From an optimization exercise on the open Yosys and OpenROAD flow, aimed at small area, a short achievable clock period and few clock cycles per item; shortcuts taken in it are not production practice.
No functional check of the RTL was part of any run shown here.
Power is estimated from default activity; no workload was simulated.

<file path="design/flow/run.sh">
#!/bin/bash
# synth_recipe.tcl (not shown) runs the flow's synth.tcl, then flattens the netlist and writes it again
# the make line also repeats each setting of config.mk as NAME=value (left out here)
make -C /OpenROAD-flow-scripts/flow DESIGN_CONFIG=/design/flow/config.mk WORK_HOME=/design/flow/orfs CLKGATE_MAP_FILE= SYNTH_SCRIPT=/design/flow/synth_recipe.tcl finish
</file>
<file path="design/flow/config.mk">
export PLATFORM = sky130hd
export DESIGN_NAME = per_channel_min_max_mean
export DESIGN_NICKNAME = per_channel_min_max_mean
export VERILOG_FILES = /design/flow/design.v
export SDC_FILE = /design/flow/constraint.sdc
export NUM_CORES = 4
export LEC_CHECK = 0
export CAP_MARGIN = 20
export CORE_MARGIN = 2
export CORE_UTILIZATION = 40
export PLACE_DENSITY = 0.6
export SLEW_MARGIN = 20
</file>
<file path="design/flow/constraint.sdc">
create_clock -name core_clock -period 7.0 [get_ports {clk_i}]
set_input_delay 1.4000 -clock core_clock [delete_from_list [all_inputs] [get_ports {clk_i}]]
set_output_delay 1.4000 -clock core_clock [all_outputs]
set_load 0.01 [all_outputs]
</file>
<file path="design/flow/design.v">
package pcmmm_pkg;
  localparam int unsigned ValueW   = 20;
  localparam int unsigned TimeW    = 17;
  localparam int unsigned ChanW    = 4;
  localparam int unsigned SumW     = 36;
  localparam int unsigned CountW   = 16;
  localparam int unsigned Channels = 16;
  localparam logic [ValueW-1:0] LowReset  = 20'd9000;
  localparam logic [ValueW-1:0] HighReset = 20'd16000;
  localparam logic [CountW-1:0] CountMax  = '1;
endpackage
import pcmmm_pkg::*;
module per_channel_min_max_mean (
  input  logic        clk_i,
  input  logic        rst_ni,
  input  logic        s_axis_tvalid,
  output logic        s_axis_tready,
  input  logic        s_axis_tuser,   
  input  logic [47:0] s_axis_tdata,   
  output logic        m_axis_tvalid,
  input  logic        m_axis_tready,
  output logic [119:0] m_axis_tdata,  
  input  logic        cfg_valid_i,
  output logic        cfg_ready_o,
  input  logic        cfg_index_i,
  input  logic [ValueW-1:0] cfg_data_i
);
  localparam int unsigned DivR   = 3;                          
  localparam int unsigned DivS   = (ValueW + DivR - 1) / DivR;  
  localparam int unsigned DivP   = DivS * DivR;                
  localparam int unsigned NMul   = (1 << DivR) - 1;            
  localparam int unsigned MulW   = CountW + DivR;
  localparam int unsigned StepW  = $clog2(DivS + 1);
  localparam int unsigned QDepth = 1;                          
  localparam int unsigned Cap    = QDepth + 1;                 
  localparam int unsigned CapW   = $clog2(Cap + 1);
  localparam int unsigned SnapW  = ChanW + 1 + 2 * (ValueW + TimeW) + CountW + SumW;
  assign cfg_ready_o = 1'b1;
  logic              cfg_v_q, cfg_i_q;
  logic [ValueW-1:0] cfg_d_q;
  logic [ValueW-1:0] low_q, high_q;
  always_ff @(posedge clk_i or negedge rst_ni) begin
    if (!rst_ni) begin
      cfg_v_q <= 1'b0;
      low_q   <= LowReset;
      high_q  <= HighReset;
    end else begin
      cfg_v_q <= cfg_valid_i;
      if (cfg_v_q) begin
        if (cfg_i_q) high_q <= cfg_d_q;
        else         low_q  <= cfg_d_q;
      end
    end
  end
  always_ff @(posedge clk_i) begin
    cfg_i_q <= cfg_index_i;
    cfg_d_q <= cfg_data_i;
  end
  logic              tready_q;
  logic              take;
  logic              a_vld, a_op;
  logic [ChanW-1:0]  a_ch;
  logic [ValueW-1:0] a_val;
  logic [TimeW-1:0]  a_ts;
  assign s_axis_tready = tready_q;
  assign take = s_axis_tvalid && tready_q;
  always_ff @(posedge clk_i or negedge rst_ni) begin
    if (!rst_ni) a_vld <= 1'b0;
    else         a_vld <= take;
  end
  always_ff @(posedge clk_i) begin
    a_op  <= s_axis_tuser;
    a_ch  <= s_axis_tdata[3:0];
    a_val <= s_axis_tdata[23:4];
    a_ts  <= s_axis_tdata[40:24];
  end
  logic [Channels-1:0] vld_q;
  logic [ValueW-1:0]   minv_q [Channels];
  logic [TimeW-1:0]    mint_q [Channels];
  logic [ValueW-1:0]   maxv_q [Channels];
  logic [TimeW-1:0]    maxt_q [Channels];
  logic [SumW-1:0]     sum_q  [Channels];
  logic [CountW-1:0]   cnt_q  [Channels];
  logic              b_rec, b_rd;
  logic [ChanW-1:0]  b_ch;
  logic [ValueW-1:0] b_val;
  logic [TimeW-1:0]  b_ts;
  logic              e_vld;
  logic [ValueW-1:0] e_minv, e_maxv;
  logic [TimeW-1:0]  e_mint, e_maxt;
  logic [SumW-1:0]   e_sum;
  logic [CountW-1:0] e_cnt;
  logic [ValueW-1:0] n_minv, n_maxv;
  logic [TimeW-1:0]  n_mint, n_maxt;
  logic [SumW-1:0]   n_sum;
  logic [CountW-1:0] n_cnt;
  logic a_win, a_rec, fwd;
  assign a_win = (a_val >= low_q) && (a_val <= high_q);
  assign a_rec = a_vld && !a_op && a_win;
  assign fwd   = b_rec && (a_ch == b_ch);
  always_ff @(posedge clk_i or negedge rst_ni) begin
    if (!rst_ni) begin
      b_rec <= 1'b0;
      b_rd  <= 1'b0;
    end else begin
      b_rec <= a_rec;
      b_rd  <= a_vld && a_op;
    end
  end
  always_ff @(posedge clk_i) begin
    b_ch  <= a_ch;
    b_val <= a_val;
    b_ts  <= a_ts;
    if (fwd) begin
      e_vld  <= 1'b1;
      e_minv <= n_minv;
      e_mint <= n_mint;
      e_maxv <= n_maxv;
      e_maxt <= n_maxt;
      e_sum  <= n_sum;
      e_cnt  <= n_cnt;
    end else begin
      e_vld  <= vld_q[a_ch];
      e_minv <= minv_q[a_ch];
      e_mint <= mint_q[a_ch];
      e_maxv <= maxv_q[a_ch];
      e_maxt <= maxt_q[a_ch];
      e_sum  <= sum_q[a_ch];
      e_cnt  <= cnt_q[a_ch];
    end
  end
  logic lt_min, gt_max, sat;
  assign lt_min = {b_val, b_ts} < {e_minv, e_mint};
  assign gt_max = {b_val, ~b_ts} > {e_maxv, ~e_maxt};
  assign sat    = (e_cnt == CountMax);
  always_comb begin
    if (!e_vld) begin
      n_minv = b_val;
      n_mint = b_ts;
      n_maxv = b_val;
      n_maxt = b_ts;
      n_sum  = SumW'(b_val);
      n_cnt  = CountW'(1);
    end else begin
      n_minv = lt_min ? b_val : e_minv;
      n_mint = lt_min ? b_ts  : e_mint;
      n_maxv = gt_max ? b_val : e_maxv;
      n_maxt = gt_max ? b_ts  : e_maxt;
      n_sum  = sat ? e_sum : e_sum + SumW'(b_val);
      n_cnt  = sat ? e_cnt : e_cnt + 1'b1;
    end
  end
  always_ff @(posedge clk_i or negedge rst_ni) begin
    if (!rst_ni) begin
      vld_q <= '0;
    end else if (b_rec) begin
      vld_q[b_ch] <= 1'b1;
    end
  end
  always_ff @(posedge clk_i) begin
    if (b_rec) begin
      minv_q[b_ch] <= n_minv;
      mint_q[b_ch] <= n_mint;
      maxv_q[b_ch] <= n_maxv;
      maxt_q[b_ch] <= n_maxt;
      sum_q[b_ch]  <= n_sum;
      cnt_q[b_ch]  <= n_cnt;
    end
  end
  logic [SnapW-1:0] snap;
  assign snap = {b_ch, e_vld,
                 {(SnapW-ChanW-1){e_vld}} & {e_minv, e_mint, e_maxv, e_maxt, e_cnt, e_sum}};
  logic [SnapW-1:0] q_d [QDepth];
  logic [QDepth-1:0] q_v;
  logic [QDepth:0]   q_mv;    
  logic              o_free;
  always_comb begin
    q_mv[QDepth] = q_v[QDepth-1] && o_free;
    for (int k = QDepth - 1; k >= 1; k--) begin
      q_mv[k] = q_v[k-1] && (!q_v[k] || q_mv[k+1]);
    end
    q_mv[0] = b_rd;
  end
  always_ff @(posedge clk_i or negedge rst_ni) begin
    if (!rst_ni) begin
      q_v <= '0;
    end else begin
      for (int k = 0; k < QDepth; k++) begin
        if (q_mv[k])        q_v[k] <= 1'b1;
        else if (q_mv[k+1]) q_v[k] <= 1'b0;
      end
    end
  end
  always_ff @(posedge clk_i) begin
    if (q_mv[0]) q_d[0] <= snap;
    for (int k = 1; k < QDepth; k++) begin
      if (q_mv[k]) q_d[k] <= q_d[k-1];
    end
  end
  logic                o_busy, o_done;
  logic [StepW-1:0]    o_step;
  logic [ChanW-1:0]    o_ch;
  logic                o_has;
  logic [ValueW-1:0]   o_minv, o_maxv;
  logic [TimeW-1:0]    o_mint, o_maxt;
  logic [CountW-1:0]   o_cnt;
  logic [CountW-1:0]   o_rem;
  logic [DivP-1:0]     o_qd;       
  logic [MulW-1:0]     o_mul [NMul+1];   
  logic              load;
  logic [SnapW-1:0]  head;
  logic [ChanW-1:0]  h_ch;
  logic              h_has;
  logic [ValueW-1:0] h_minv, h_maxv;
  logic [TimeW-1:0]  h_mint, h_maxt;
  logic [CountW-1:0] h_cnt;
  logic [SumW-1:0]   h_sum;
  assign head = q_d[QDepth-1];
  assign {h_ch, h_has, h_minv, h_mint, h_maxv, h_maxt, h_cnt, h_sum} = head;
  assign o_free = !o_busy || (o_done && m_axis_tready);
  assign load   = q_mv[QDepth];
  logic [MulW-1:0] mul [NMul+1];
  always_comb begin
    mul[0] = '0;
    for (int j = 1; j <= NMul; j++) begin
      if (j == 1)          mul[j] = MulW'(o_cnt);
      else if (j % 2 == 1) mul[j] = o_mul[j];
      else                 mul[j] = mul[j/2] << 1;
    end
  end
  logic [CountW+DivR-1:0] trial;
  logic [DivR-1:0]        qbits;
  logic [CountW-1:0]      rem_n;
  assign trial = {o_rem, o_qd[DivP-1 -: DivR]};
  always_comb begin
    qbits = '0;
    rem_n = trial[CountW-1:0];
    for (int j = 1; j <= NMul; j++) begin
      if (trial >= mul[j]) begin
        qbits = DivR'(j);
        rem_n = CountW'(trial - mul[j]);
      end
    end
    if (!o_has) qbits = '0;
  end
  always_ff @(posedge clk_i or negedge rst_ni) begin
    if (!rst_ni) begin
      o_busy <= 1'b0;
      o_done <= 1'b0;
      o_step <= '0;
    end else if (load) begin
      o_busy <= 1'b1;
      o_done <= 1'b0;
      o_step <= '0;
    end else if (o_busy && !o_done) begin
      o_step <= o_step + 1'b1;
      if (o_step == StepW'(DivS - 1)) o_done <= 1'b1;
    end else if (o_done && m_axis_tready) begin
      o_busy <= 1'b0;
      o_done <= 1'b0;
    end
  end
  always_ff @(posedge clk_i) begin
    if (load) begin
      o_ch   <= h_ch;
      o_has  <= h_has;
      o_minv <= h_minv;
      o_mint <= h_mint;
      o_maxv <= h_maxv;
      o_maxt <= h_maxt;
      o_cnt  <= h_cnt;
      o_rem  <= CountW'(h_sum >> DivP);
      o_qd   <= h_sum[DivP-1:0];
      for (int j = 3; j <= NMul; j += 2) o_mul[j] <= MulW'(j) * MulW'(h_cnt);
    end else if (o_busy && !o_done) begin
      o_rem <= rem_n;
      o_qd  <= {o_qd[DivP-DivR-1:0], qbits};
    end
  end
  assign m_axis_tvalid = o_done;
  assign m_axis_tdata  = {5'b0, o_cnt, o_qd[ValueW-1:0], o_maxt, o_maxv,
                          o_mint, o_minv, o_has, o_ch};
  logic [CapW-1:0] infl_q, infl_d;
  logic            fire;
  assign fire   = o_done && m_axis_tready;
  assign infl_d = infl_q + CapW'(take && s_axis_tuser) - CapW'(fire);
  always_ff @(posedge clk_i or negedge rst_ni) begin
    if (!rst_ni) begin
      infl_q   <= '0;
      tready_q <= 1'b1;
    end else begin
      infl_q   <= infl_d;
      tready_q <= (infl_d < CapW'(Cap)) || (s_axis_tvalid && !take && !s_axis_tuser);
    end
  end
endmodule
</file>
==> results of run 1 <==
[metrics by stage]
| step | instance area, sq um | power [mW] | instances | worst slack, ns |
|---|---|---|---|---|
| finish | 121000 | 40.6 | 9865 | 0.668 |
| global route | 121000 | 42.2 | 9865 | 0.288 |
| CTS | 121000 | 40.8 | 9862 | 0.411 |
| detailed placement | 113000 | 27.0 | 9387 | 0.391 |
| global placement | 113000 | 26.9 | 9387 | 0.477 |
| floorplan | 106000 | 24.0 | 5756 | -1.35 |
[worst max-delay path, stage by stage, from the launching register on]
cell       delay [ns]
dfxtp_4          0.87
buf_12           0.37
buf_12           0.28
mux4_2           0.53
mux4_2           0.51
inv_1            0.13
ha_1             0.25
nand3_1          0.07
a21oi_1          0.04
o31a_1           0.33
o21a_1           0.19
a2111oi_1        0.65
buf_4            0.26
nor4_1           0.07
o21ai_4          0.19
buf_12           0.26
mux2i_1          0.85
[cells in the mapped netlist (31+ instances only)]
master / count / area, sq um
o21ai_0: 132 / 661
nand2b_1: 34 / 213
mux2i_1: 36 / 360
a21o_1: 93 / 698
buf_4: 41 / 308
clkbuf_1: 104 / 390
dfxtp_1: 106 / 2120
o21a_1: 31 / 233
edfxtp_1: 2329 / 69900
inv_1: 237 / 890
buf_2: 57 / 285
nand2_1: 205 / 769
and2_1: 90 / 563
xnor2_1: 89 / 780
nor2_1: 246 / 923
a21oi_1: 178 / 891
dfrtp_1: 57 / 1430
nand4_1: 46 / 288
nor2b_1: 31 / 194
nand3_1: 53 / 265
ha_1: 319 / 3990
mux2_2: 65 / 732
nor3_1: 50 / 250
mux4_2: 635 / 14300
xor2_1: 68 / 596
[worst max path at each step]
stage | to | cells past startpoint | startpoint
final | mint_q[13][5]$_DFFE_PP_ | 16 | b_ch[0]$_DFF_P_
after CTS | mint_q[0][16]$_DFFE_PP_ | 16 | b_ch[0]$_DFF_P_
after floorplan | cnt_q[8][0]$_DFFE_PP_ | 14 | b_ch[1]$_DFF_P_
after global placement | mint_q[4][16]$_DFFE_PP_ | 16 | b_ch[0]$_DFF_P_
after detailed placement | mint_q[7][16]$_DFFE_PP_ | 16 | b_ch[0]$_DFF_P_
after global routing | mint_q[12][5]$_DFFE_PP_ | 15 | b_ch[0]$_DFF_P_
[metal layers]
layer / track usage / wire, um
met4: 0.0608 / 8330
met2: 0.363 / 145000
met1: 0.262 / 112000
met5: 0 / 0
met3: 0.0261 / 14600
[state kept, by name, summed over array words and instances, names as in the netlist, 17 cells and up]
register / count
o_maxt: 17
maxt_q: 272
cfg_d_q: 20
mint_q: 272
cnt_q: 256
b_ts: 17
o_mul: 37
o_mint: 17
a_ts: 17
o_qd: 21
low_q: 20
maxv_q: 320
high_q: 20
a_val: 20
q_d: 131
o_maxv: 20
o_minv: 20
b_val: 20
sum_q: 576
minv_q: 320
[layout make-up]
| cell class | count | area [sq um] |
|---|---|---|
| fillers | 22200 | 141000 |
| flip-flops and latches | 2504 | 73800 |
| multi-input cells | 2773 | 30200 |
| clock buffers | 352 | 7550 |
| well taps | 3515 | 4400 |
| repair buffers | 359 | 3640 |
| clock inverters | 123 | 905 |
| inverters | 238 | 903 |
| diodes | 1 | 2.50 |
[cell families (layout without fill, tap and decap cells)]
group / after synthesis / in the layout
flops: 2504 / 2504
mux: 748 / 748
fa+ha+maj: 343 / 343
compound gates: 664 / 664
simple gates: 855 / 855
buf+inv: 479 / 1072
xor+xnor: 157 / 157
other cells: 2 / 7
[power by group through the flow]
stage	clock [mW]	combinational (mW)	sequential, mW
6_report	13.8	8.71	18.1
5_1_grt	14.5	9.47	18.2
4_1_cts	14.0	8.66	18.1
3_3_place_gp	0	8.46	18.4
3_5_place_dp	0	8.60	18.4
2_1_floorplan	0	5.83	18.2
==> impl_results.md, run 1 <==
- Outcome: complete, no violations
- Yosys warnings: 4
- Crit Path Max Fanout: 35
- Antenna violations before repair: 6
- Layout net count: 6,576
- CP arrival: between 6 and 7 ns
- Residual DRC: 0
- FF-to-FF Start: b_ch[0]$_DFF_P_
- Die Area: about 270,000 sq um
- Synth Area in XOR/XNOR: 0.0130
- Post-CTS Setup Inserts: 0
- CP Launch Type: flop
- Worst R2R Path Depth: 16
- Worst hold-check slack: 0.328 ns
- Leak: 41.1 nW
- Final Util: 0.462
- Via count: around 56k
- Minimum clock period: 6.33 ns
- Max-cap violation count: 0
- Setup TNS Final: 0 ns
- I/O Pins: 198
- Largest family of logic cells by synthesized area: multiplexers
- Final WL: 280 mm
- Cell Rows: 188
- Skew-Pair Late Insertion Delay: 0.95 ns
- CTS H-tree lvls: 5
- Vias in the first global route: 57.4k
- EDFF count, synth: 2,329
- Net Switching: 11.7 mW
- Clk slew on worst S/H paths: 0.06 ns
- Seq/Total Area, Yosys: 0.697
- DR iter-0 viols: 5,358
- Area growth, synth to finish: 14.7%
- Fraction of the mapped netlist area in compound gates: 0.0407
- First-pass GRT wire length: 403 mm
- Critical Path RT: 7.57 ns
- DP HPWL: approximately 160 mm
- Die width: 519 um
- Post-synthesis async set-or-reset flop share: 0.0276
- R2R setup slack: 0.67 ns
- Commonest non-fill, non-tap cells in the layout: 2,329 x edfxtp_1, 635 x mux4_2, 319 x ha_1, 291 x clkbuf_16, 236 x inv_1
- Crit Path Category: reg2reg
- Via density: 5.70
- Hold Path Origin: a_ts[5]$_DFF_P_
- Mean Syn Cell Area: 18.4 sq um
- Max_slew headroom: 0.182
- Post-Synth Adder-Cell Area: 0.0422
- Root Driver: clkbuf_16
- Synth Register Bits: ~2.5k
- Synthesized cell area: 106,000 sq um
- Proportion of layout cells with a drive suffix above 1: 0.212
- Crit share post-route: 0.905
- Post-synthesis simple-gate area fraction: 0.0396
- Distinct cells, synth: 85
- GRT Total Usage: 0.205
- Hold Path Stages: 0
- Hold endpoint: b_ts[5]$_DFF_P_
- Setup Skew: 0.111 ns
- Total clock sinks: about 2.5k
- Fin. max-slew vios: 0
- Clock power frac: 0.339
- Synth Instances: 5,752
- CTS tree: done
- Crit end category: flop
- Gr ovfl total: 0
- # port buffers: 184
- Final Hold Fails: 0
- Initial core utilization: 0.403
- DRT antenna net count: 0
- Post_cts resized: 0
- Longest Clk Path Bufs: 4
- HP Class: reg2reg
- Cts bufs inserted: 282
- Power share of the sequential group: 0.447
- Commonest non-fill, non-tap cell in the layout: edfxtp_1
- Die Ht: 519 um
- Reg2Reg Capture Point: mint_q[13][5]$_DFFE_PP_
- CTS Hold Buffers Added: 0
- Sw frac: 0.288
- Drt pass-1 iters: 5
- P per Cell Area: 334 nW/um^2
- RSZ-0062 raised after global routing: no
- Avg WL per Cell: 28.3 um
- # setup viols final: 0
- Least-Margin Pin Slew: ~1.2 ns
- Final Wtd Congestion: slightly below 0.9
- Combinational Power Share: 0.215
- Core Footprint: 263,000 sq um
- Ys flop type: edfxtp_1
- Largest net degree at the start of global routing: 112
- Post-synthesis mux area share: 0.147
- Peak VDD IR: 0.243 mV
- Peak Freq: 158 MHz
- P_int: around 29 mW
==> inputs of run 2 (changes only) <==
--- a/design/flow/design.v
+++ b/design/flow/design.v
@@ -31,56 +31,49 @@
   localparam int unsigned NMul   = (1 << DivR) - 1;            
   localparam int unsigned MulW   = CountW + DivR;
   localparam int unsigned StepW  = $clog2(DivS + 1);
-  localparam int unsigned QDepth = 1;                          
+  localparam int unsigned QDepth = 2;                          
   localparam int unsigned Cap    = QDepth + 1;                 
   localparam int unsigned CapW   = $clog2(Cap + 1);
   localparam int unsigned SnapW  = ChanW + 1 + 2 * (ValueW + TimeW) + CountW + SumW;
   assign cfg_ready_o = 1'b1;
-  logic              cfg_v_q, cfg_i_q;
-  logic [ValueW-1:0] cfg_d_q;
   logic [ValueW-1:0] low_q, high_q;
   always_ff @(posedge clk_i or negedge rst_ni) begin
     if (!rst_ni) begin
-      cfg_v_q <= 1'b0;
-      low_q   <= LowReset;
-      high_q  <= HighReset;
-    end else begin
-      cfg_v_q <= cfg_valid_i;
-      if (cfg_v_q) begin
-        if (cfg_i_q) high_q <= cfg_d_q;
-        else         low_q  <= cfg_d_q;
-      end
-    end
-  end
-  always_ff @(posedge clk_i) begin
-    cfg_i_q <= cfg_index_i;
-    cfg_d_q <= cfg_data_i;
+      low_q  <= LowReset;
+      high_q <= HighReset;
+    end else if (cfg_valid_i) begin
+      if (cfg_index_i) high_q <= cfg_data_i;
+      else             low_q  <= cfg_data_i;
+    end
   end
   logic              tready_q;
   logic              take;
-  logic              a_vld, a_op;
-  logic [ChanW-1:0]  a_ch;
-  logic [ValueW-1:0] a_val;
-  logic [TimeW-1:0]  a_ts;
+  logic [ChanW-1:0]  in_ch;
+  logic [ValueW-1:0] in_val;
+  logic [TimeW-1:0]  in_ts;
+  logic [Channels-1:0] in_sel;
   assign s_axis_tready = tready_q;
-  assign take = s_axis_tvalid && tready_q;
-  always_ff @(posedge clk_i or negedge rst_ni) begin
-    if (!rst_ni) a_vld <= 1'b0;
-    else         a_vld <= take;
-  end
-  always_ff @(posedge clk_i) begin
-    a_op  <= s_axis_tuser;
-    a_ch  <= s_axis_tdata[3:0];
-    a_val <= s_axis_tdata[23:4];
-    a_ts  <= s_axis_tdata[40:24];
-  end
-  logic [Channels-1:0] vld_q;
-  logic [ValueW-1:0]   minv_q [Channels];
-  logic [TimeW-1:0]    mint_q [Channels];
-  logic [ValueW-1:0]   maxv_q [Channels];
-  logic [TimeW-1:0]    maxt_q [Channels];
-  logic [SumW-1:0]     sum_q  [Channels];
-  logic [CountW-1:0]   cnt_q  [Channels];
+  assign take   = s_axis_tvalid && tready_q;
+  assign in_ch  = s_axis_tdata[3:0];
+  assign in_val = s_axis_tdata[23:4];
+  assign in_ts  = s_axis_tdata[40:24];
+  always_comb begin
+    for (int c = 0; c < Channels; c++) in_sel[c] = (in_ch == ChanW'(c));
+  end
+  localparam int unsigned StatW = 2 * (ValueW + TimeW) + SumW + CountW;
+  logic [Channels-1:0]            vld_q;
+  logic [Channels-1:0][StatW-1:0] stat_q;    
+  logic [Channels-1:0]            b_sel;   
+  logic                           r_vld;
+  logic [StatW-1:0]               r_stat;
+  always_comb begin
+    r_vld  = 1'b0;
+    r_stat = '0;
+    for (int c = 0; c < Channels; c++) begin
+      r_vld  = r_vld  | (in_sel[c] & vld_q[c]);
+      r_stat = r_stat | ({StatW{in_sel[c]}} & stat_q[c]);
+    end
+  end
   logic              b_rec, b_rd;
   logic [ChanW-1:0]  b_ch;
   logic [ValueW-1:0] b_val;
@@ -94,23 +87,23 @@
   logic [TimeW-1:0]  n_mint, n_maxt;
   logic [SumW-1:0]   n_sum;
   logic [CountW-1:0] n_cnt;
-  logic a_win, a_rec, fwd;
-  assign a_win = (a_val >= low_q) && (a_val <= high_q);
-  assign a_rec = a_vld && !a_op && a_win;
-  assign fwd   = b_rec && (a_ch == b_ch);
+  logic in_win, fwd;
+  assign in_win = (in_val >= low_q) && (in_val <= high_q);
+  assign fwd    = b_rec && (in_ch == b_ch);
   always_ff @(posedge clk_i or negedge rst_ni) begin
     if (!rst_ni) begin
       b_rec <= 1'b0;
       b_rd  <= 1'b0;
     end else begin
-      b_rec <= a_rec;
-      b_rd  <= a_vld && a_op;
-    end
-  end
-  always_ff @(posedge clk_i) begin
-    b_ch  <= a_ch;
-    b_val <= a_val;
-    b_ts  <= a_ts;
+      b_rec <= take && !s_axis_tuser && in_win;
+      b_rd  <= take && s_axis_tuser;
+    end
+  end
+  always_ff @(posedge clk_i) begin
+    b_ch  <= in_ch;
+    b_val <= in_val;
+    b_ts  <= in_ts;
+    b_sel <= in_sel;
     if (fwd) begin
       e_vld  <= 1'b1;
       e_minv <= n_minv;
@@ -120,13 +113,8 @@
       e_sum  <= n_sum;
       e_cnt  <= n_cnt;
     end else begin
-      e_vld  <= vld_q[a_ch];
-      e_minv <= minv_q[a_ch];
-      e_mint <= mint_q[a_ch];
-      e_maxv <= maxv_q[a_ch];
-      e_maxt <= maxt_q[a_ch];
-      e_sum  <= sum_q[a_ch];
-      e_cnt  <= cnt_q[a_ch];
+      e_vld <= r_vld;
+      {e_minv, e_mint, e_maxv, e_maxt, e_sum, e_cnt} <= r_stat;
     end
   end
   logic lt_min, gt_max, sat;
@@ -153,18 +141,15 @@
   always_ff @(posedge clk_i or negedge rst_ni) begin
     if (!rst_ni) begin
       vld_q <= '0;
-    end else if (b_rec) begin
-      vld_q[b_ch] <= 1'b1;
-    end
-  end
-  always_ff @(posedge clk_i) begin
-    if (b_rec) begin
-      minv_q[b_ch] <= n_minv;
-      mint_q[b_ch] <= n_mint;
-      maxv_q[b_ch] <= n_maxv;
-      maxt_q[b_ch] <= n_maxt;
-      sum_q[b_ch]  <= n_sum;
-      cnt_q[b_ch]  <= n_cnt;
+    end else begin
+      for (int c = 0; c < Channels; c++) begin
+        if (b_rec && b_sel[c]) vld_q[c] <= 1'b1;
+      end
+    end
+  end
+  always_ff @(posedge clk_i) begin
+    for (int c = 0; c < Channels; c++) begin
+      if (b_rec && b_sel[c]) stat_q[c] <= {n_minv, n_mint, n_maxv, n_maxt, n_sum, n_cnt};
     end
   end
   logic [SnapW-1:0] snap;
--- a/design/flow/config.mk
+++ b/design/flow/config.mk
@@ -5,8 +5,10 @@
 export SDC_FILE = /design/flow/constraint.sdc
 export NUM_CORES = 4
 export LEC_CHECK = 0
+export ABC_CLOCK_PERIOD_IN_PS = 3000
 export CAP_MARGIN = 20
 export CORE_MARGIN = 2
 export CORE_UTILIZATION = 40
 export PLACE_DENSITY = 0.6
+export SETUP_SLACK_MARGIN = 4.0
 export SLEW_MARGIN = 20
==> impl_results.md, run 2 <==
- Outcome: complete, no violations
- Power share of the sequential group: 0.413 (-0.034)
- EDFF count, synth: 2,460 (+5.6%)
- Max-cap violation count: 0 (unchanged)
- Via count: 69.3k (+23%)
- DR iter-0 viols: 8,499 (+59%)
- CP startpoint: e_mint[10]$_DFF_P_
- First-pass GRT wire length: 488 mm (+21%)
- Die Area: 274,000 sq um (+1.9%)
- Cts bufs inserted: 288 (+2.1%)
- Area growth, synth to finish: 24.7%
- Crit share post-route: 0.546 (-0.359)
- Synth Instances: 6,735 (+17%)
- Avg WL per Cell: 31.0 um (+9.5%)
- Clk slew on worst S/H paths: 0.06 ns (about the same)
- Crit-path slowest cell: o41ai_4
- Drt pass-1 iters: 8 (+3)
- Combinational Power Share: 0.271 (+0.056)
- Commonest cells post-synth: 2,460 x edfxtp_1, 368 x a221oi_1, 362 x a22o_1, 315 x ha_1, 296 x a22oi_1
- Synthesized cell area: 108,000 sq um (+1.9%)
- Minimum clock period: 3.82 ns (-2.51 ns)
- Max stage delay on crit path: 0.61 ns (-0.26 ns)
- CTS tree: done
- Vias in the first global route: 67.0k (+17%)
- Cell Rows: 190 (+1.1%)
- Skew-Pair Late Insertion Delay: 0.88 ns (-0.07 ns)
- P_int: 33.6 mW (+16%)
- Commonest non-fill, non-tap cell in the layout: edfxtp_1
- Max FFs per register: 2,016 (+250%)
- Yosys warnings: 4 (unchanged)
- # setup viols final: 0 (unchanged)
- RSZ-0062 raised after global routing: yes
- Final Wtd Congestion: 0.919 (+3.8%)
- P per Cell Area: 353 nW/um^2 (+5.6%)
- Die width: 524 um (+0.96%)
- # port buffers: 184 (unchanged)
- Instance count on the critical path: 14 (-2)
- CP Launch Type: flop
- Leak: 46.8 nW (+14%)
- Root Driver: clkbuf_16
- Cell mode on critical path: buf_12
- Worst Path Buf+Inv: 5 (unchanged)
- Most common cell in the synthesized netlist: edfxtp_1
- Final WL: 353 mm (+26%)
- Least-Margin Pin Slew: 1.20 ns (-0.0118 ns)
- Initial core utilization: 0.403 (-0.000447)
- Critical Path RT: 7.59 ns (+0.02 ns)
- Biggest register: stat_q
- Crit end category: flop
- Final total power: 47.6 mW (+17%)
- Setup TNS Final: 0 ns (unchanged)
- Peak Freq: 262 MHz (+66%)
- Gr ovfl total: 0 (unchanged)
- Layout net count: 8,012 (+22%)
- Post-synthesis async set-or-reset flop share: 0.0251 (-0.00249)
- Total clock sinks: 2,713 (+8.3%)
- Distinct cells, synth: 101 (+19%)
- Largest net degree at the start of global routing: 108 (-3.6%)
- Ys flop type: edfxtp_1
- GRT Total Usage: 0.246 (+0.0415)
- CTS Hold Buffers Added: 0 (unchanged)
- Core Footprint: 268,000 sq um (+2.1%)
- Reg2Reg Capture Point: stat_q[488]$_DFFE_PP_
- Largest regs: stat_q (2016), q_d (262), e_sum (36)
- R2R setup slack: 3.18 ns (+2.51 ns)
- Top delay family on crit path: compound AO/OA/AOI/OAI gates
- Largest area contributor in the netlist: edfxtp_1
- DRT antenna net count: 0 (unchanged)
- HP Class: reg2reg
- Seq/Total Area, Yosys: 0.734 (+0.0376)
- CP arrival: 4.41 ns (-2.49 ns)
- Antenna violations before repair: 14 (+8)
- Net Switching: 14.0 mW (+20%)
- Crit path capture: stat_q[488]$_DFFE_PP_
- Filler cells: 21.8k (-1.7%)
- Max_slew headroom: 0.199 (+0.0164)
- Proportion of layout cells with a drive suffix above 1: 0.235 (+0.0228)
- Commonest non-fill, non-tap cells in the layout: 2,460 x edfxtp_1, 363 x a221oi_1, 362 x a22o_1, 305 x clkbuf_16, 296 x a22oi_1
- FF-to-FF Start: e_mint[10]$_DFF_P_
- Post-synth top area share: 0.684 (+0.0238)
- Synth top area cells: edfxtp_1 68%, ha_1 3.7%, dfxtp_1 3.4%, a221oi_1 3.0%, a22o_1 2.9%
- CTS H-tree lvls: 5 (unchanged)
- Worst-path cell chain: inv_4 -> ha_4 -> a21o_1 -> a21o_1 -> a221oi_4 -> nor3_2 -> o41ai_4 -> a211oi_2 -> o21ai_4 -> buf_12 -> buf_12 -> buf_16 -> mux2_4 -> buf_12
- Peak VDD IR: 0.222 mV (-8.4%)
- I/O Pins: 198 (unchanged)
- Synth Register Bits: 2,713 (+8.3%)
- Sw frac: 0.294 (+0.00639)
- Via density: 6.09 (+6.7%)
- Crit Path Max Fanout: 10 (-71%)
- Clock power frac: 0.316 (-0.023)
- Final Hold Fails: 0 (unchanged)
- Longest Clk Path Bufs: 4 (unchanged)
- Fin. max-slew vios: 0 (unchanged)
- DP HPWL: 173 mm (+6.9%)
- Worst hold-check slack: 0.415 ns (+0.0869 ns)
- Worst R2R Path Depth: 14 (-2)
- Residual DRC: 0 (unchanged)
- Crit Path Category: reg2reg
- Setup Skew: 0.0656 ns (-0.0457 ns)
- Die Ht: 524 um (+0.96%)
- Mean Syn Cell Area: 16.0 sq um (-13%)
[run 2: worst reg2reg max path: cells and delay by family (launching register included)]
kind,cells,cell delay (ns)
AO/OA/AOI/OAI,6,1.78
buffers and inverters,5,0.74
multiplexers,1,0.37
flip-flops,1,0.32
adder cells (fa/ha/maj),1,0.22
AND/OR/NAND/NOR,1,0.11
[run 2: per-stage QoR]
stage	setup WS [ns]	cell area (sq um)	utilization	instances
global route	3.15	135000	0.502	11400
detailed placement	2.10	115000	0.429	10300
floorplan	3.74	109000	-	6739
global placement	2.11	115000	0.429	10300
finish	3.18	135000	0.502	11400
CTS	3.37	132000	0.492	11300
[run 2: power groups by stage]
| stage | registers [mW] | logic (mW) | clock network, mW |
|---|---|---|---|
| 6_report | 19.6 | 12.9 | 15.0 |
| 3_5_place_dp | 20.1 | 8.64 | 0 |
| 5_1_grt | 19.7 | 13.7 | 15.8 |
| 3_3_place_gp | 20.1 | 8.46 | 0 |
| 4_1_cts | 19.6 | 11.4 | 15.2 |
| 2_1_floorplan | 19.8 | 6.13 | 0 |
[run 2: cell families after synthesis]
kind of cell,Yosys count,share of synthesized area
AOI/OAI and AO/OA,1704,0.122
xor gates and xnor gates,161,0.0131
adders and majority gates,339,0.0410
buffers and inverters,592,0.0224
DFF,2713,0.734
muxes,181,0.0186
other,2,0.0000696
and+or+nand+nor,1043,0.0490
[run 2: worst min-delay path by stage]
stage	startpoint	endpoint	slack, ns	cells after the start
2_1_floorplan	q_d[1][127]$_DFFE_PP_	o_ch[0]$_DFFE_PP_	0.40	0
3_3_place_gp	q_d[1][126]$_DFFE_PP_	o_has$_DFFE_PP_	0.40	0
3_5_place_dp	q_d[1][69]$_DFFE_PP_	o_maxv[0]$_DFFE_PP_	0.40	0
4_1_cts	q_d[0][82]$_DFFE_PP_	q_d[1][82]$_DFFE_PP_	0.42	0
5_1_grt	q_d[1][114]$_DFFE_PP_	o_minv[8]$_DFFE_PP_	0.42	0
6_report	q_d[1][130]$_DFFE_PP_	o_ch[3]$_DFFE_PP_	0.41	0
[run 2: per-layer routing]
| layer | global-route usage | vias to the layer above | part of all wire |
|---|---|---|---|
| met5 | 0 | - | 0.00013 |
| met4 | 0.0945 | 6 | 0.043 |
| met3 | 0.0393 | 702 | 0.096 |
| met2 | 0.393 | 3965 | 0.46 |
| met1 | 0.339 | 35800 | 0.40 |
| li1 | - | 28900 | - |
[run 2: final cells by class]
type | instances | area [sq um] | share of cell area
flip-flops and latches | 2713 | 79400 | 0.589
multi-input cells | 3490 | 30500 | 0.226
repair buffers | 858 | 10200 | 0.0754
clock buffers | 399 | 7970 | 0.0592
well taps | 3552 | 4440 | 0.0330
clock inverters | 122 | 1230 | 0.00916
inverters | 245 | 980 | 0.00728
repair inverters | 2 | 17.5 | 0.000130
diodes | 7 | 17.5 | 0.000130
[run 2: timing repair]
item / in CTS / in global routing
cloned: 75 / 26
pin swaps: 163 / 147
resized for setup: 833 / 328
endpoints found under the setup margin: 2362 / 1953
setup buffers: 405 / 99
==> inputs of run 3 (changes only) <==
--- a/design/flow/config.mk
+++ b/design/flow/config.mk
@@ -5,10 +5,10 @@
 export SDC_FILE = /design/flow/constraint.sdc
 export NUM_CORES = 4
 export LEC_CHECK = 0
-export ABC_CLOCK_PERIOD_IN_PS = 3000
+export ABC_CLOCK_PERIOD_IN_PS = 3700
 export CAP_MARGIN = 20
 export CORE_MARGIN = 2
 export CORE_UTILIZATION = 40
 export PLACE_DENSITY = 0.6
-export SETUP_SLACK_MARGIN = 4.0
+export SETUP_SLACK_MARGIN = 3.3
 export SLEW_MARGIN = 20
==> impl_results.md, run 3 <==
- Outcome: complete, no violations
- Cell Rows: 190 (unchanged)
- Commonest non-fill, non-tap cells in the layout: 2,460 x edfxtp_1, 366 x a221oi_1, 362 x a22o_1, 306 x ha_1, 306 x clkbuf_16
- HP Class: reg2reg
- Synth Instances: 6,735 (unchanged)
- Max FFs per register: 2,016 (unchanged)
- R2R setup slack: 3.22 ns (+0.04 ns)
- Vias in the first global route: 64.9k (-3.2%)
- Post-synthesis simple-gate area fraction: 0.0490 (unchanged)
- Fraction of the mapped netlist area in compound gates: 0.122 (unchanged)
- Area post-placement: 115,000 sq um (-0.25%)
- Crit Path Max Fanout: 5 (-5)
- Post-synthesis mux area share: 0.0186 (unchanged)
- Peak VDD IR: 0.252 mV (+13%)
- Synth Area in XOR/XNOR: 0.0131 (unchanged)
- Final Hold Fails: 0 (unchanged)
- Total clock sinks: 2,713 (unchanged)
- Initial core utilization: 0.403 (unchanged)
- Largest net degree at the start of global routing: 132 (+22%)
- Gr ovfl total: 0 (unchanged)
- Yosys warnings: 4 (unchanged)
- Final WL: 331 mm (-6.3%)
- Drt pass-1 iters: 6 (-2)
- Core Footprint: 268,000 sq um (unchanged)
- Setup Skew: 0.0811 ns (+0.0155 ns)
- Synth top area cells: edfxtp_1 68%, ha_1 3.7%, dfxtp_1 3.4%, a221oi_1 3.0%, a22o_1 2.9%
- Critical Path RT: 7.65 ns (+0.06 ns)
- Final Wtd Congestion: 0.892 (-2.9%)
- Avg WL per Cell: 30.1 um (-3.0%)
- Crit-path slowest cell: edfxtp_1
- Most common cell in the synthesized netlist: edfxtp_1
- Worst R2R Path Depth: 15 (+1)
- DP HPWL: 177 mm (+2.5%)
- Largest family of logic cells by synthesized area: compound AO/OA/AOI/OAI gates
- P_int: 32.2 mW (-4.0%)
- Synth Register Bits: 2,713 (unchanged)
- CP Launch Type: flop
- Die Ht: 524 um (unchanged)
- Biggest register: stat_q
- Distinct cells, synth: 101 (unchanged)
- Max-cap violation count: 0 (unchanged)
- Power share of the sequential group: 0.437 (+0.024)
- I/O Pins: 198 (unchanged)
- Combinational Power Share: 0.223 (-0.048)
- Area growth, synth to finish: 18.1%
- Die Area: 274,000 sq um (unchanged)
- Clock power frac: 0.340 (+0.024)
- P per Cell Area: 353 nW/um^2 (about the same)
- Via density: 6.03 (-0.92%)
- Setup TNS Final: 0 ns (unchanged)
- Post-synth top area share: 0.684 (unchanged)
- CTS H-tree lvls: 5 (unchanged)
- Proportion of layout cells with a drive suffix above 1: 0.158 (-0.0762)
- Die width: 524 um (unchanged)
- CP arrival: 4.43 ns (+0.02 ns)
- Hold Path Stages: 0 (unchanged)
- DR iter-0 viols: 8,053 (-5.2%)
- Crit share post-route: 0.539 (-0.00640)
- Cell mode on critical path: a221o_1
- # port buffers: 184 (unchanged)
- Root Driver: clkbuf_16
- Max_slew headroom: 0.257 (+0.0585)
- RSZ-0062 raised after global routing: yes
- Seq/Total Area, Yosys: 0.734 (unchanged)
- Worst-path cell chain: buf_6 -> inv_4 -> ha_4 -> inv_1 -> fa_2 -> a21o_1 -> a221o_1 -> a211o_1 -> a21oi_2 -> xor2_1 -> nor2_1 -> a31oi_1 -> nand4_1 -> a31o_1 -> a221o_1
- Peak Freq: 265 MHz (+1.2%)
- Least-Margin Pin Slew: 1.11 ns (-0.0877 ns)
- Longest Clk Path Bufs: 4 (unchanged)
- Cts bufs inserted: 297 (+3.1%)
- GRT Total Usage: 0.234 (-0.0121)
- Crit Path Category: reg2reg
- # setup viols final: 0 (unchanged)
- DRT antenna net count: 0 (unchanged)
- Post-Synth Adder-Cell Area: 0.0410 (unchanged)
- Layout net count: 7,634 (-4.7%)
- CTS tree: done
- Fin. max-slew vios: 0 (unchanged)
- Minimum clock period: 3.78 ns (-0.0448 ns)
- Largest regs: stat_q (2016), q_d (262), e_sum (36)
- Via count: 66.4k (-4.3%)
- Synthesized cell area: 108,000 sq um (unchanged)
- Commonest cells post-synth: 2,460 x edfxtp_1, 368 x a221oi_1, 362 x a22o_1, 315 x ha_1, 296 x a22oi_1
- Crit end category: flop
- First-pass GRT wire length: 465 mm (-4.7%)
- Residual DRC: 0 (unchanged)
- Net Switching: 12.8 mW (-8.8%)
- Commonest non-fill, non-tap cell in the layout: edfxtp_1
- Mean Syn Cell Area: 16.0 sq um (unchanged)
- Post-synthesis async set-or-reset flop share: 0.0251 (unchanged)
- Sw frac: 0.283 (-0.0107)
- Largest area contributor in the netlist: edfxtp_1
- Clk slew on worst S/H paths: 0.06 ns (about the same)
- EDFF count, synth: 2,460 (unchanged)
- Final instance area: 128,000 sq um (-5.3%)
- Antenna violations before repair: 11 (-3)
- Skew-Pair Late Insertion Delay: 0.95 ns (+0.07 ns)
- Leak: 43.6 nW (-6.8%)
- Ys flop type: edfxtp_1
- Max stage delay on crit path: 0.41 ns (-0.20 ns)
run 3: cell counts after synthesis:
No cell type changed its count.
run 3: power by group through the flow:
stage	clock, mW	combinational (mW)	sequential, mW
2_1_floorplan	0	5.95	19.8
3_3_place_gp	0	8.35	20.1
3_5_place_dp	0	8.49	20.1
4_1_cts	15.5	9.23	19.7
5_1_grt	16.1	10.8	19.7
6_report	15.3	10.0	19.7
run 3: path summary, 6_finish.rpt:
path | start | end
max in group asynchronous | rst_ni | b_rd$_DFF_PN0_
min | q_d[1][87]$_DFFE_PP_ | o_maxv[18]$_DFFE_PP_
max reg2reg | o_qd[19]$_DFFE_PP_ | o_rem[11]$_DFFE_PP_
min in group asynchronous | rst_ni | high_q[14]$_DFFE_PN0P_
min reg2reg | q_d[1][87]$_DFFE_PP_ | o_maxv[18]$_DFFE_PP_
max | o_qd[19]$_DFFE_PP_ | o_rem[11]$_DFFE_PP_
run 3: cell type report:
type | instances | area [sq um]
Clock buffer | 404 | 8170
Tap cell | 3552 | 4440
Sequential cell | 2713 | 79300
Timing Repair Buffer | 521 | 5650
Multi-Input combinational cell | 3442 | 27700
Antenna cell | 3 | 7.51
Inverter | 245 | 955
Fill cell | 22600 | 141000
Clock inverter | 118 | 1270
run 3: routing by layer:
metal | track usage | share of wire
met4 | 0.0789 | 0.034
met5 | 0 | 0.00016
met2 | 0.377 | 0.47
met3 | 0.0352 | 0.088
met1 | 0.326 | 0.41
run 3: through the flow:
| step | util | power (mW) | worst slack [ns] | hold WS (ns) | instances |
|---|---|---|---|---|---|
| 4_1_cts | 0.469 | 44.4 | 3.12 | 0.391 | 10900 |
| 3_5_place_dp | 0.428 | 28.6 | 1.80 | 0.405 | 10300 |
| 6_report | 0.476 | 45.0 | 3.22 | 0.388 | 11000 |
| 2_1_floorplan | - | 25.8 | 3.39 | 0.400 | 6739 |
| 5_1_grt | 0.475 | 46.6 | 3.11 | 0.404 | 11000 |
| 3_3_place_gp | 0.428 | 28.5 | 1.79 | 0.401 | 10300 |
run 3: repair_timing:
action | CTS | global route
cloned | 6 | 14
endpoints found under the setup margin | 1584 | 1178
pin swaps | 27 | 38
hold buffers | 0 | 0
gates resized for setup | 218 | 145
setup buffers | 75 | 95
run 3: kinds of logic (layout without fill, tap and decap cells):
| kind of cell | Yosys count | in the layout |
|---|---|---|
| multiplexers | 181 | 187 |
| XOR/XNOR | 161 | 161 |
| AND/OR/NAND/NOR | 1043 | 1044 |
| flip-flops | 2713 | 2713 |
| buffers and inverters | 592 | 1288 |
| other | 2 | 9 |
| AO/OA/AOI/OAI | 1704 | 1705 |
| adder cells (fa/ha/maj) | 339 | 339 |
run 3: critical path: cells and delay by family (launching register included):
| kind | cells | cell delay, ns |
|---|---|---|
| compound gates | 7 | 1.85 |
| fa+ha+maj | 2 | 0.51 |
| flops | 1 | 0.41 |
| buf+inv | 3 | 0.29 |
| simple gates | 2 | 0.27 |
| xor+xnor | 1 | 0.21 |
==> inputs of run 4 (changes only) <==
--- a/design/flow/design.v
+++ b/design/flow/design.v
@@ -63,7 +63,6 @@
   localparam int unsigned StatW = 2 * (ValueW + TimeW) + SumW + CountW;
   logic [Channels-1:0]            vld_q;
   logic [Channels-1:0][StatW-1:0] stat_q;    
-  logic [Channels-1:0]            b_sel;   
   logic                           r_vld;
   logic [StatW-1:0]               r_stat;
   always_comb begin
@@ -74,87 +73,124 @@
       r_stat = r_stat | ({StatW{in_sel[c]}} & stat_q[c]);
     end
   end
-  logic              b_rec, b_rd;
-  logic [ChanW-1:0]  b_ch;
-  logic [ValueW-1:0] b_val;
-  logic [TimeW-1:0]  b_ts;
-  logic              e_vld;
-  logic [ValueW-1:0] e_minv, e_maxv;
-  logic [TimeW-1:0]  e_mint, e_maxt;
-  logic [SumW-1:0]   e_sum;
-  logic [CountW-1:0] e_cnt;
-  logic [ValueW-1:0] n_minv, n_maxv;
-  logic [TimeW-1:0]  n_mint, n_maxt;
-  logic [SumW-1:0]   n_sum;
-  logic [CountW-1:0] n_cnt;
-  logic in_win, fwd;
+  logic                y_rec, y_rd, y_fwd;
+  logic [ChanW-1:0]    y_ch;
+  logic [Channels-1:0] y_sel;
+  logic [ValueW-1:0]   y_val;
+  logic [TimeW-1:0]    y_ts;
+  logic                y_evld;
+  logic [StatW-1:0]    y_e;
+  logic                w_rec, w_rd, w_lte, w_gte;
+  logic [ChanW-1:0]    w_ch;
+  logic [Channels-1:0] w_sel;
+  logic [ValueW-1:0]   w_val;
+  logic [TimeW-1:0]    w_ts;
+  logic                w_evld;
+  logic [ValueW-1:0]   e_minv, e_maxv;
+  logic [TimeW-1:0]    e_mint, e_maxt;
+  logic [SumW-1:0]     e_sum;
+  logic [CountW-1:0]   e_cnt;
+  logic [StatW-1:0]    n_stat;    
+  logic in_win, in_fwd;
   assign in_win = (in_val >= low_q) && (in_val <= high_q);
-  assign fwd    = b_rec && (in_ch == b_ch);
+  assign in_fwd = w_rec && (in_ch == w_ch);
   always_ff @(posedge clk_i or negedge rst_ni) begin
     if (!rst_ni) begin
-      b_rec <= 1'b0;
-      b_rd  <= 1'b0;
+      y_rec <= 1'b0;
+      y_rd  <= 1'b0;
     end else begin
-      b_rec <= take && !s_axis_tuser && in_win;
-      b_rd  <= take && s_axis_tuser;
+      y_rec <= take && !s_axis_tuser && in_win;
+      y_rd  <= take && s_axis_tuser;
     end
   end
   always_ff @(posedge clk_i) begin
-    b_ch  <= in_ch;
-    b_val <= in_val;
-    b_ts  <= in_ts;
-    b_sel <= in_sel;
-    if (fwd) begin
-      e_vld  <= 1'b1;
-      e_minv <= n_minv;
-      e_mint <= n_mint;
-      e_maxv <= n_maxv;
-      e_maxt <= n_maxt;
-      e_sum  <= n_sum;
-      e_cnt  <= n_cnt;
-    end else begin
-      e_vld <= r_vld;
-      {e_minv, e_mint, e_maxv, e_maxt, e_sum, e_cnt} <= r_stat;
-    end
-  end
-  logic lt_min, gt_max, sat;
-  assign lt_min = {b_val, b_ts} < {e_minv, e_mint};
-  assign gt_max = {b_val, ~b_ts} > {e_maxv, ~e_maxt};
-  assign sat    = (e_cnt == CountMax);
-  always_comb begin
-    if (!e_vld) begin
-      n_minv = b_val;
-      n_mint = b_ts;
-      n_maxv = b_val;
-      n_maxt = b_ts;
-      n_sum  = SumW'(b_val);
-      n_cnt  = CountW'(1);
-    end else begin
-      n_minv = lt_min ? b_val : e_minv;
-      n_mint = lt_min ? b_ts  : e_mint;
-      n_maxv = gt_max ? b_val : e_maxv;
-      n_maxt = gt_max ? b_ts  : e_maxt;
-      n_sum  = sat ? e_sum : e_sum + SumW'(b_val);
-      n_cnt  = sat ? e_cnt : e_cnt + 1'b1;
+    y_ch  <= in_ch;
+    y_sel <= in_sel;
+    y_val <= in_val;
+    y_ts  <= in_ts;
+    y_fwd <= y_rec && (in_ch == y_ch);
+    if (in_fwd) begin
+      y_evld <= 1'b1;
+      y_e    <= n_stat;
+    end else begin
+      y_evld <= r_vld;
+      y_e    <= r_stat;
     end
   end
+  logic [ValueW-1:0] y_minv, y_maxv;
+  logic [TimeW-1:0]  y_mint, y_maxt;
+  assign {y_minv, y_mint, y_maxv, y_maxt} = y_e[StatW-1 -: 2 * (ValueW + TimeW)];
+  logic c1_lt, c2_lt, c1_gt, c2_gt, y_lt, y_gt;
+  assign c1_lt = (y_val < y_minv) || (y_val == y_minv && y_ts < y_mint);
+  assign c2_lt = (y_val < w_val)  || (y_val == w_val  && y_ts < w_ts);
+  assign c1_gt = (y_val > y_maxv) || (y_val == y_maxv && y_ts < y_maxt);
+  assign c2_gt = (y_val > w_val)  || (y_val == w_val  && y_ts < w_ts);
+  assign y_lt  = (y_fwd && w_lte) ? c2_lt : c1_lt;
+  assign y_gt  = (y_fwd && w_gte) ? c2_gt : c1_gt;
+  always_ff @(posedge clk_i or negedge rst_ni) begin
+    if (!rst_ni) begin
+      w_rec <= 1'b0;
+      w_rd  <= 1'b0;
+    end else begin
+      w_rec <= y_rec;
+      w_rd  <= y_rd;
+    end
+  end
+  always_ff @(posedge clk_i) begin
+    w_ch  <= y_ch;
+    w_sel <= y_sel;
+    w_val <= y_val;
+    w_ts  <= y_ts;
+    if (y_fwd) begin
+      w_evld <= 1'b1;
+      {e_minv, e_mint, e_maxv, e_maxt, e_sum, e_cnt} <= n_stat;
+      w_lte  <= y_lt;
+      w_gte  <= y_gt;
+    end else begin
+      w_evld <= y_evld;
+      {e_minv, e_mint, e_maxv, e_maxt, e_sum, e_cnt} <= y_e;
+      w_lte  <= y_lt || !y_evld;
+      w_gte  <= y_gt || !y_evld;
+    end
+  end
+  logic sat;
+  logic [SumW-1:0]   n_sum;
+  logic [CountW-1:0] n_cnt;
+  assign sat = (e_cnt == CountMax);
+  always_comb begin
+    if (!w_evld) begin
+      n_sum = SumW'(w_val);
+      n_cnt = CountW'(1);
+    end else if (sat) begin
+      n_sum = e_sum;
+      n_cnt = e_cnt;
+    end else begin
+      n_sum = e_sum + SumW'(w_val);
+      n_cnt = e_cnt + 1'b1;
+    end
+  end
+  assign n_stat = {w_lte ? w_val : e_minv, w_lte ? w_ts : e_mint,
+                   w_gte ? w_val : e_maxv, w_gte ? w_ts : e_maxt,
+                   n_sum, n_cnt};
   always_ff @(posedge clk_i or negedge rst_ni) begin
     if (!rst_ni) begin
       vld_q <= '0;
     end else begin
       for (int c = 0; c < Channels; c++) begin
-        if (b_rec && b_sel[c]) vld_q[c] <= 1'b1;
+        if (w_rec && w_sel[c]) vld_q[c] <= 1'b1;
       end
     end
   end
   always_ff @(posedge clk_i) begin
     for (int c = 0; c < Channels; c++) begin
-      if (b_rec && b_sel[c]) stat_q[c] <= {n_minv, n_mint, n_maxv, n_maxt, n_sum, n_cnt};
+      if (w_rec && w_sel[c]) stat_q[c] <= n_stat;
     end
   end
   logic [SnapW-1:0] snap;
-  assign snap = {b_ch, e_vld,
-                 {(SnapW-ChanW-1){e_vld}} & {e_minv, e_mint, e_maxv, e_maxt, e_cnt, e_sum}};
+  logic             b_rd;
+  assign b_rd = w_rd;
+  assign snap = {w_ch, w_evld,
+                 {(SnapW-ChanW-1){w_evld}} & {e_minv, e_mint, e_maxv, e_maxt, e_cnt, e_sum}};
   logic [SnapW-1:0] q_d [QDepth];
   logic [QDepth-1:0] q_v;
   logic [QDepth:0]   q_mv;    
@@ -217,13 +253,24 @@
   logic [DivR-1:0]        qbits;
   logic [CountW-1:0]      rem_n;
   assign trial = {o_rem, o_qd[DivP-1 -: DivR]};
+  logic [NMul+1:0]        ge;
+  logic [CountW+DivR-1:0] diff [NMul+1];
   always_comb begin
-    qbits = '0;
-    rem_n = trial[CountW-1:0];
+    diff[0]    = trial;
+    ge[0]      = 1'b1;
+    ge[NMul+1] = 1'b0;
     for (int j = 1; j <= NMul; j++) begin
-      if (trial >= mul[j]) begin
-        qbits = DivR'(j);
-        rem_n = CountW'(trial - mul[j]);
+      diff[j] = trial - mul[j];
+      ge[j]   = (trial >= mul[j]);
+    end
+  end
+  always_comb begin
+    qbits = '0;
+    rem_n = '0;
+    for (int j = 0; j <= NMul; j++) begin
+      if (ge[j] && !ge[j+1]) begin
+        qbits = qbits | DivR'(j);
+        rem_n = rem_n | diff[j][CountW-1:0];
       end
     end
     if (!o_has) qbits = '0;
--- a/design/flow/config.mk
+++ b/design/flow/config.mk
@@ -5,10 +5,9 @@
 export SDC_FILE = /design/flow/constraint.sdc
 export NUM_CORES = 4
 export LEC_CHECK = 0
-export ABC_CLOCK_PERIOD_IN_PS = 3700
 export CAP_MARGIN = 20
 export CORE_MARGIN = 2
 export CORE_UTILIZATION = 40
 export PLACE_DENSITY = 0.6
-export SETUP_SLACK_MARGIN = 3.3
+export SETUP_SLACK_MARGIN = 4.0
 export SLEW_MARGIN = 20
==> impl_results.md, run 4 <==
- Post-synthesis async set-or-reset flop share: 0.0241 (-0.000943)
- Power share of the sequential group: 0.441 (+0.004)
- Commonest non-fill, non-tap cells in the layout: 2,460 x edfxtp_1, 662 x a22oi_1, 354 x dfxtp_1, 338 x inv_1, 307 x clkbuf_16
- Root Driver: clkbuf_16
- Max FFs per register: 2,016 (unchanged)
- Synth Register Bits: 2,902 (+7.0%)
- HP Class: reg2reg
- Instance count on the critical path: 13 (-2)
- Critical Path RT: 7.56 ns (-0.09 ns)
- Ys flop type: edfxtp_1
- Peak Freq: 292 MHz (+10%)
- Least-Margin Pin Slew: 1.18 ns (+0.0685 ns)
- Mean Syn Cell Area: 15.2 sq um (-5.4%)
- Via count: 71.8k (+8.3%)
- Setup TNS Final: 0 ns (unchanged)
- Leak: 48.2 nW (+10%)
- Skew-Pair Late Insertion Delay: 0.86 ns (-0.09 ns)
- Die Ht: 538 um (+2.7%)
- I/O Pins: 198 (unchanged)
- Hold Path Origin: y_sel[4]$_DFF_P_
- Crit Path Category: reg2reg
- RSZ-0062 raised after global routing: yes
- Worst hold-check slack: 0.324 ns (-0.0646 ns)
- Cts bufs inserted: 291 (-2.0%)
- GRT Total Usage: 0.234 (-0.000245)
- Worst R2R Path Depth: 13 (-2)
- Longest Clk Path Bufs: 4 (unchanged)
- Most common cell in the synthesized netlist: edfxtp_1
- Commonest cells post-synth: 2,460 x edfxtp_1, 667 x a22oi_1, 372 x dfxtp_1, 365 x inv_1, 349 x ha_1
- Max_slew headroom: 0.211 (-0.0465)
- Drt pass-1 iters: 8 (+2)
- Commonest non-fill, non-tap cell in the layout: edfxtp_1
- Yosys warnings: 5 (+1)
- Synth Instances: 7,517 (+12%)
- Seq/Total Area, Yosys: 0.729 (-0.00547)
- Setup Skew: 0.0535 ns (-0.0276 ns)
- Clock power frac: 0.326 (-0.014)
- # port buffers: 184 (unchanged)
- Sw frac: 0.284 (+0.000435)
- Minimum clock period: 3.42 ns (-0.354 ns)
- CP Launch Type: flop
- CP startpoint: o_qd[18]$_DFFE_PP_
- CP arrival: 3.98 ns (-0.45 ns)
- Largest area contributor in the netlist: edfxtp_1
- Largest regs: stat_q (2016), q_d (262), y_e (126)
- Vias in the first global route: 69.0k (+6.4%)
- First-pass GRT wire length: 493 mm (+5.9%)
- Multi-input logic area: 31,000 sq um (+12%)
- DP HPWL: 180 mm (+1.3%)
- Top delay family on crit path: compound AO/OA/AOI/OAI gates
- Post-synth top area share: 0.648 (-0.0361)
- Post-Synth Adder-Cell Area: 0.0425 (+0.00157)
- Residual DRC: 0 (unchanged)
- Crit share post-route: 0.489 (-0.0505)
- Fraction of the mapped netlist area in compound gates: 0.120 (-0.00193)
- Die Area: 289,000 sq um (+5.5%)
- DR iter-0 viols: 8,913 (+11%)
- Gr ovfl total: 0 (unchanged)
- Fin. max-slew vios: 0 (unchanged)
- Antenna violations before repair: 9 (-2)
- Distinct cells, synth: 104 (+3.0%)
- Final Hold Fails: 0 (unchanged)
- Via density: 5.93 (-1.8%)
- Worst-path cell chain: inv_2 -> ha_4 -> inv_4 -> fa_2 -> a211oi_2 -> nor2_1 -> o41a_1 -> a41o_1 -> o41ai_4 -> xor2_1 -> nor2_1 -> a221oi_1 -> a31oi_1
- Worst Path Buf+Inv: 2 (-1)
- Outcome: complete, no violations
- Net Switching: 13.5 mW (+6.0%)
- Hold Path Stages: 0 (unchanged)
- Area growth, synth to finish: 20.0%
- Max stage delay on crit path: 0.46 ns (+0.05 ns)
- CTS H-tree lvls: 5 (unchanged)
- Die width: 538 um (+2.7%)
- Core Footprint: 283,000 sq um (+5.5%)
- Final WL: 352 mm (+6.5%)
- Combinational Power Share: 0.233 (+0.010)
- Layout net count: 8,588 (+12%)
- DRT antenna net count: 0 (unchanged)
- Filler cells: 23.5k (+4.0%)
- P_int: 34.1 mW (+5.7%)
- Post-synthesis mux area share: 0.0134 (-0.00522)
- Crit end category: flop
- Peak VDD IR: 0.219 mV (-13%)
- Initial core utilization: 0.403 (+0.000453)
- Max-cap violation count: 0 (unchanged)
- Synthesized cell area: 114,000 sq um (+5.6%)
- Crit Path Max Fanout: 3 (-2)
- Cell mode on critical path: nor2_1
- Cell Rows: 195 (+2.6%)
- Crit-path slowest cell: edfxtp_1
- Proportion of layout cells with a drive suffix above 1: 0.176 (+0.0176)
- Largest family of logic cells by synthesized area: compound AO/OA/AOI/OAI gates
- FF-to-FF Start: o_qd[18]$_DFFE_PP_
- Total clock sinks: 2,902 (+7.0%)
- Synth top area cells: edfxtp_1 65%, dfxtp_1 6.5%, a22oi_1 4.4%, ha_1 3.8%, a221oi_1 1.5%
- CTS tree: done
- EDFF count, synth: 2,460 (unchanged)
- Avg WL per Cell: 29.1 um (-3.4%)
- Reg area: 83,100 sq um (+4.8%)
- Biggest register: stat_q
- Largest net degree at the start of global routing: 128 (-3.0%)
- P per Cell Area: 348 nW/um^2 (-1.4%)
- Post-synthesis simple-gate area fraction: 0.0594 (+0.0104)
- Clk slew on worst S/H paths: 0.06 ns (about the same)
- Final Wtd Congestion: 0.916 (+2.6%)
- # setup viols final: 0 (unchanged)
- Synth Area in XOR/XNOR: 0.0118 (-0.00130)
-- run 4: path summary, 6_finish.rpt --
path / endpoint / slack, ns
max: o_rem[12]$_DFFE_PP_ / 3.58
max in group asynchronous: w_rd$_DFF_PN0_ / 5.65
min reg2reg: w_sel[4]$_DFF_P_ / 0.32
min: w_sel[4]$_DFF_P_ / 0.32
min in group asynchronous: o_busy$_DFFE_PN0P_ / 0.67
max reg2reg: o_rem[12]$_DFFE_PP_ / 3.58
-- run 4: power groups by stage --
stage               Combinational (mW)  Sequential [mW]  Clock, mW
floorplan                         5.70             21.2          0
global placement                  8.05             21.5          0
detailed placement                8.22             21.5          0
CTS                               10.0             21.0       15.7
global route                      11.9             21.1       16.3
finish                            11.1             21.0       15.5
-- run 4: final cells by class --
type                       count  share of cell area
timing repair inverter         2            0.000165
multi-input combinational   3912               0.227
sequential                  2902               0.608
clock buffer                 396              0.0592
antenna                        3           0.0000549
timing repair buffer         666              0.0519
inverter                     365              0.0105
clock inverter               130             0.00955
tap                         3743              0.0342
-- run 4: worst register-to-register path, stage by stage, from the launching register on --
cell and delay, ns:
edfxtp_1 0.46, inv_2 0.13, ha_4 0.15, inv_4 0.04
fa_2 0.40, a211oi_2 0.19, nor2_1 0.10, o41a_1 0.36
a41o_1 0.28, o41ai_4 0.31, xor2_1 0.20, nor2_1 0.06
a221oi_1 0.29, a31oi_1 0.17
-- run 4: repair_timing --
| action | in CTS | in global routing |
|---|---|---|
| gates resized for setup | 626 | 252 |
| setup endpoints to repair | 1098 | 743 |
| hold buffers | 0 | 0 |
| pin swaps | 148 | 131 |
| buffers inserted | 234 | 87 |
| cloned | 19 | 15 |
-- run 4: kinds of logic (layout without fill, tap and decap cells) --
logic type               count (synthesis)  in the layout
AO/OA/AOI/OAI                         1885           1888
XOR/XNOR                               153            153
adder cells (fa/ha/maj)                373            373
buffers and inverters                  718           1559
flip-flops                            2902           2902
multiplexers                           144            144
other                                    2              9
AND/OR/NAND/NOR                       1340           1348
-- run 4: metrics by stage --
step           setup slack [ns]  power, mW  instance area (sq um)  std cells   util
2_1_floorplan              3.88       26.9                 114000       7521      -
3_3_place_gp               2.00       29.5                 121000      11200  0.428
3_5_place_dp               2.09       29.7                 121000      11200  0.428
4_1_cts                    3.67       46.6                 135000      12000  0.476
5_1_grt                    3.50       49.3                 137000      12100  0.484
6_report                   3.58       47.6                 137000      12100  0.484
-- run 4: metal layers --
metal / wire length, um / track usage / up-vias
li1: - / - / 30700
met1: 142000 / 0.323 / 36800
met2: 167000 / 0.383 / 3764
met3: 33100 / 0.0360 / 617
met4: 9900 / 0.0672 / 4
met5: 25 / 0 / -
==> inputs of run 5 (changes only) <==
--- a/design/flow/config.mk
+++ b/design/flow/config.mk
@@ -9,5 +9,5 @@
 export CORE_MARGIN = 2
 export CORE_UTILIZATION = 40
 export PLACE_DENSITY = 0.6
-export SETUP_SLACK_MARGIN = 4.0
+export SETUP_SLACK_MARGIN = 3.6
 export SLEW_MARGIN = 20
==> impl_results.md, run 5 <==
- Final instance area: 132,000 sq um (-3.2%)
- Placed Instances: 11.2k (-0.16%)
- Largest area contributor in the netlist: edfxtp_1
- Critical Path RT: 5.60 ns (-1.96 ns)
- CTS Hold Buffers Added: 0 (unchanged)
- Outcome: complete, no violations
- Synth Instances: 7,517 (unchanged)
- Vias in the first global route: 68.2k (-1.1%)
- Distinct cells, synth: 104 (unchanged)
- Worst-path cell chain: buf_4 -> buf_4 -> clkdlybuf4s50_1
- Biggest register: stat_q
- Setup TNS Final: 0 ns (unchanged)
- Gr ovfl total: 0 (unchanged)
- CP arrival: 2.02 ns (-1.96 ns)
- Die Area: 289,000 sq um (unchanged)
- Total clock sinks: 2,902 (unchanged)
- Max_slew headroom: 0.120 (-0.0906)
- Crit Path Category: reg2out
- HP Class: reg2reg
- Area post-placement: 121,000 sq um (-0.23%)
- Proportion of layout cells with a drive suffix above 1: 0.125 (-0.0507)
- Cts bufs inserted: 282 (-3.1%)
- Initial core utilization: 0.403 (unchanged)
- Max stage delay on crit path: 0.46 ns (about the same)
- Worst Path Buf+Inv: 3 (+1)
- Seq/Total Area, Yosys: 0.729 (unchanged)
- Combinational Power Share: 0.207 (-0.026)
- Crit-path slowest cell: clkdlybuf4s50_1
- Finished Layout Cells: 11.9k (-1.9%)
- Die width: 538 um (unchanged)
- Final WL: 339 mm (-3.8%)
- Area growth, synth to finish: 16.2%
- Layout net count: 8,363 (-2.6%)
- Max FFs per register: 2,016 (unchanged)
- Clk slew on worst S/H paths: 0.06 ns (about the same)
- Skew-Pair Late Insertion Delay: 0.86 ns (about the same)
- Final Hold Fails: 0 (unchanged)
- Peak Freq: 293 MHz (+0.16%)
- Antenna violations before repair: 8 (-1)
- Clock power frac: 0.333 (+0.007)
- Net Switching: 12.8 mW (-5.6%)
- EDFF count, synth: 2,460 (unchanged)
- Largest net degree at the start of global routing: 114 (-11%)
- Longest Clk Path Bufs: 4 (unchanged)
- CP Launch Type: flop
- Ys flop type: edfxtp_1
- Most common cell in the synthesized netlist: edfxtp_1
- Synth Register Bits: 2,902 (unchanged)
- Largest regs: stat_q (2016), q_d (262), y_e (126)
run 5: cell counts after synthesis:
Identical to the previous run, type by type.
run 5: final cells by class:
cell class | instances | area, sq um | share of cell area
sequential | 2902 | 83100 | 0.628
multi-input combinational | 3902 | 29200 | 0.221
clock buffer | 372 | 7720 | 0.0583
timing repair buffer | 460 | 4770 | 0.0360
tap | 3743 | 4680 | 0.0354
clock inverter | 140 | 1450 | 0.0110
inverter | 365 | 1390 | 0.0105
timing repair inverter | 2 | 15.0 | 0.000113
antenna | 3 | 7.51 | 0.0000567
run 5: metal layers:
metal | track usage | share of wire
met1 | 0.319 | 0.41
met2 | 0.373 | 0.47
met3 | 0.0337 | 0.088
met4 | 0.0612 | 0.027
met5 | 0 | 0.000044
run 5: path summary, 6_finish.rpt:
check / end / cells past startpoint / slack (ns) / startpoint
max: m_axis_tdata[98] / 3 / 3.58 / o_qd[19]$_DFFE_PP_
min: w_sel[14]$_DFF_P_ / 0 / 0.33 / y_sel[14]$_DFF_P_
max reg2reg: o_rem[2]$_DFFE_PP_ / 11 / 3.58 / o_cnt[1]$_DFFE_PP_
min reg2reg: w_sel[14]$_DFF_P_ / 0 / 0.33 / y_sel[14]$_DFF_P_
max in group asynchronous: w_rd$_DFF_PN0_ / 1 / 5.63 / rst_ni
min in group asynchronous: o_step[2]$_DFFE_PN0P_ / 1 / 0.68 / rst_ni
run 5: stage by stage:
stage	setup WS (ns)	util	hold WS [ns]
3_3_place_gp	2.25	0.427	0.309
3_5_place_dp	2.20	0.427	0.312
6_report	3.58	0.468	0.327
5_1_grt	3.48	0.468	0.329
2_1_floorplan	3.65	-	0.310
4_1_cts	3.54	0.465	0.327
run 5: timing repair:
| item | CTS | global route |
|---|---|---|
| gates resized for setup | 123 | 110 |
| endpoints found under the setup margin | 694 | 495 |
| cloned | 6 | 3 |
| buffers inserted | 104 | 44 |
| hold endpoints to repair | 0 | 0 |
| pin swaps | 40 | 35 |
run 5: power by group through the flow:
stage	clock network, mW	logic [mW]	registers (mW)
5_1_grt	16.1	10.3	21.1
4_1_cts	15.4	8.88	21.1
2_1_floorplan	0	5.65	21.2
3_3_place_gp	0	7.99	21.5
3_5_place_dp	0	8.17	21.5
6_report	15.2	9.45	21.1
run 5: cells by family (layout without fill, tap and decap cells):
kind of cell,Yosys count,count (layout),share of synthesized area
flops,2902,2902,0.729
compound gates,1885,1885,0.120
simple gates,1340,1341,0.0594
buf+inv,718,1339,0.0243
fa+ha+maj,373,373,0.0425
xor+xnor,153,153,0.0118
mux,144,144,0.0134
other cells,2,9,0.0000659

Check on run 5: ideal ports give 3.583 ns setup slack; a clkbuf_16 on the clock port and buf_2 on the inputs give 3.483 ns; moving port delays by the midpoint clock arrival (0.926 ns) as well gives 2.792 ns.
